This is an optimization exercise on Yosys and OpenROAD, whose aim is small area, a short achievable clock period and few clock cycles per item, not a production implementation. Only simulation tests tie the RTL to the original design; equivalence was not proved. No activity file was given, so power comes from the tool's default toggle rates.

Setup of run 1:
## duty_gated_waveform_sample
module duty_gated_waveform_sample (
   input  logic                                   clock,
   input  logic                                   reset,
   input  logic                                   req_tvalid,
   output logic                                   req_tready,
   input  logic [dgws_pkg::REQ_DATA_BITS-1:0]     req_tdata,   
   output logic                                   rsp_tvalid,
   input  logic                                   rsp_tready,
   output logic [dgws_pkg::RSP_DATA_BITS-1:0]     rsp_tdata,   
   output logic                                   rsp_tuser,   
   input  logic                                   csr_we,
   input  logic [dgws_pkg::CSR_INDEX_BITS-1:0]    csr_index,
   input  logic [dgws_pkg::CSR_DATA_BITS-1:0]     csr_wdata
);
clock: 7.0 ns
lec_check: 0
cap_margin: 20
core_margin: 2
core_utilization: 65
cts_buf_list: sky130_fd_sc_hd__clkbuf_8
setup_slack_margin: 3.9
slew_margin: 20
tns_end_percent: 20
run.sh (not shown) runs the stock make flow with config.mk's settings and CLKGATE_MAP_FILE= SYNTH_SCRIPT=/design/flow/synth_recipe.tcl, a recipe that flattens the netlist after the stock synthesis.
Run 1: full flow OK, the timing, DRC and antenna checks passed
Testbench counts of run 1, summed over its fixed seeds: cycles 20,880, items 19,200.
Inputs modified between run 1 and run 2:
-- flow/config.mk --
<<< run 1, line 12
export SETUP_SLACK_MARGIN = 3.9
>>> run 2, line 12
export SETUP_SLACK_MARGIN = 3.7
Compared with run 1, run 2 shows inverter count of the layout excluding clock inverters lower by about 0.8%.
Changes observed in run 2 relative to run 1: sequential share of layout area now larger, register share of total power rose 1.3 points, flip-flop and latch area neither gained nor lost much, sum of routed wire length over all layers fell by 3800 µm, fraction of area in multi-input gates climbed 0.26 points.
For run 1, the category of the critical setup timing path was flip-flop to flip-flop, unlike run 2, where it was primary input to flip-flop.
From run 1 to run 2 the numbers moved as follows: non-clock buffer count in the final layout went down by 86; power density over the cells went down by 1.6%.
Share of the cycle needed by the critical path after routing was lower in run 1 than in run 2.
When run 2 is measured against run 1, its clock-pin slew reported for the worst setup and hold paths after clock tree synthesis turns out 0.02 ns lower.
Changes in run 3 relative to run 2:
-- flow/config.mk --
<<< run 2, line 12
export SETUP_SLACK_MARGIN = 3.7
>>> run 3, line 12
export SETUP_SLACK_MARGIN = 3.85
==> comparison <==
- Run 3: all stages complete, timing, DRC and antenna checks passed
- Of the two values seen for critical path startpoint, npe_cp[35]$_DFF_P_ was produced by run 3 and req_tdata[0] by run 2.
- Taking run 2 as the reference, in run 3 sequential fraction of total cell area moved down, filler cell count in the final layout moved down, timing-limited maximum frequency moved up, aggregate global-route resource usage moved up.
- Summary of run 3 over run 2: multi-input combinational cell count was more or less identical, sequential cell area held, iteration count of the initial detailed-routing pass climbed 1.
- Compared with run 2, run 3 shows a final cycle utilization of the critical path that is 2.6 points lower.
- From run 2 to run 3 the numbers moved as follows: number of buffers other than clock buffers in the final layout +48; amount of wire on met3 after detailed routing saw an increase; total number of vias now sits higher.
Modified inputs, run 4 compared to run 3
-- flow/config.mk --
<<< run 3, line 12
export SETUP_SLACK_MARGIN = 3.85
>>> run 4, line 12
export CTS_CLUSTER_SIZE = 40
export SETUP_SLACK_MARGIN = 3.9
Between run 4 and run 3, it is run 4 whose final period demand of the worst path is lower, by 0.0047 ns.
The mean post-synth cell area was comparable across run 3 and run 4.
Number of buffers and inverters on the critical path in run 4 is 1 below run 3.
Final critical-path setup slack was higher in run 4 than in run 3.
Number of sequential storage elements: run 4 vs run 3 identical
As far as part of the Yosys area used for sequential elements goes, run 4 and run 3 are indistinguishable; the numbers are identical.
Overall power after layout: run 4 > run 3
NOTE: non-clock buffer count in run 4 exceeds that of run 3
Via count came out higher on run 4 than on run 3.
Run 4 ends up with higher areal power density over the cells than run 3 does.

* * *

Starting RTL as in the previous note.
==> flow/config.mk <==
export PLATFORM = sky130hd
export DESIGN_NAME = duty_gated_waveform_sample
export DESIGN_NICKNAME = duty_gated_waveform_sample
export VERILOG_FILES = /design/flow/design.v
export SDC_FILE = /design/flow/constraint.sdc
export NUM_CORES = 4
export LEC_CHECK = 0
export CAP_MARGIN = 20
export CORE_MARGIN = 2
export CORE_UTILIZATION = 65
export CTS_BUF_LIST = sky130_fd_sc_hd__clkbuf_8
export SETUP_SLACK_MARGIN = 4.0
export SLEW_MARGIN = 20
export TNS_END_PERCENT = 10
==> flow/constraint.sdc <==
create_clock -name core_clock -period 7.0 [get_ports {clock}]
set_input_delay 1.4000 -clock core_clock [delete_from_list [all_inputs] [get_ports {clock}]]
set_output_delay 1.4000 -clock core_clock [all_outputs]
set_load 0.01 [all_outputs]
The first run passed the timing, DRC and antenna checks.
Testbench counts at the start, summed over its fixed seeds: cycles 20,880, items 19,200.
Next try:
--- a/flow/config.mk
+++ b/flow/config.mk
@@ -8,7 +8,7 @@
 export CAP_MARGIN = 20
 export CORE_MARGIN = 2
-export CORE_UTILIZATION = 65
+export CORE_UTILIZATION = 70
 export CTS_BUF_LIST = sky130_fd_sc_hd__clkbuf_8
-export SETUP_SLACK_MARGIN = 4.0
+export SETUP_SLACK_MARGIN = 3.9
 export SLEW_MARGIN = 20
-export TNS_END_PERCENT = 10
+export TNS_END_PERCENT = 20
- sequential cell count is unchanged
- utilization grows by 6.4 points
- area after synthesis stays the same
- power went up by 1.8%
- sequential share of layout area shrinks by 0.40 points
- non-clock buffer count climbs by 44
- worst setup slack degrades by 0.023 ns
- synthesized cell count is unchanged
- register-to-register slack gets worse by 0.02 ns
- first-iteration DRC count rose by 2.3%
- die area falls by 7.0%
Next try:
--- a/flow/config.mk
+++ b/flow/config.mk
@@ -8,5 +8,5 @@
 export CAP_MARGIN = 20
 export CORE_MARGIN = 2
-export CORE_UTILIZATION = 70
+export CORE_UTILIZATION = 60
 export CTS_BUF_LIST = sky130_fd_sc_hd__clkbuf_8
 export SETUP_SLACK_MARGIN = 3.9
Result:
- synthesized cell count stays the same
- via count goes down by about 4%
- hold slack got worse by 0.0079 ns
- sequential share of layout area goes up by 0.36 points
- setup slack improved by 0.039 ns
Next try:
--- a/flow/config.mk
+++ b/flow/config.mk
@@ -8,7 +8,7 @@
 export CAP_MARGIN = 20
 export CORE_MARGIN = 2
-export CORE_UTILIZATION = 60
+export CORE_UTILIZATION = 65
 export CTS_BUF_LIST = sky130_fd_sc_hd__clkbuf_8
-export SETUP_SLACK_MARGIN = 3.9
+export SETUP_SLACK_MARGIN = 3.8
 export SLEW_MARGIN = 20
 export TNS_END_PERCENT = 20
What happened:
- total power drops by 1.4%
- utilization climbs by 4.4 points
- sequential power barely changes

[port drivers added, routing unchanged]
The flow's constraints put no driver on any port. The routed layouts listed below were extracted and timed again, unchanged, in two steps.
Step 1 assumes that a clkbuf_16 drives the clock port and a buf_2 every other input.
Step 2 also shifts input and output timing later by t, the mid clock arrival at the registers, as if the neighbouring blocks saw the same clock.
Slacks: no drivers / after step 1 / after step 2; pairs: no drivers / after step 1.
| run | t, ns | setup slack, ns | worst slew at a driven data input, ns | pins driven straight from the clock port |
|---|---|---|---|---|
| run 1 | 0.752 | 3.764 / 3.764 / 3.069 | 0.04 | 1 |
| run 2 | 0.752 | 3.581 / 3.608 / 2.872 | 0.04 | 1 |
| run 3 | 0.754 | 3.759 / 3.759 / 3.062 | 0.04 | 1 |
| run 4 | 0.752 | 3.764 / 3.764 / 3.069 | 0.04 | 1 |
| the first run of note 2 | 0.752 | 3.757 / 3.757 / 3.074 | 0.04 | 1 |
| the second run of note 2 | 0.752 | 3.734 / 3.734 / 3.202 | 0.05 | 1 |
| the third run of note 2 | 0.740 | 3.773 / 3.773 / 3.195 | 0.05 | 1 |
| the fourth run of note 2 | 0.752 | 3.737 / 3.737 / 3.069 | 0.04 | 1 |
After both steps every run listed still meets setup and hold. The setup slack of run 2, which loses most, moves by +0.027 ns with the drivers and by -0.709 ns with both steps.
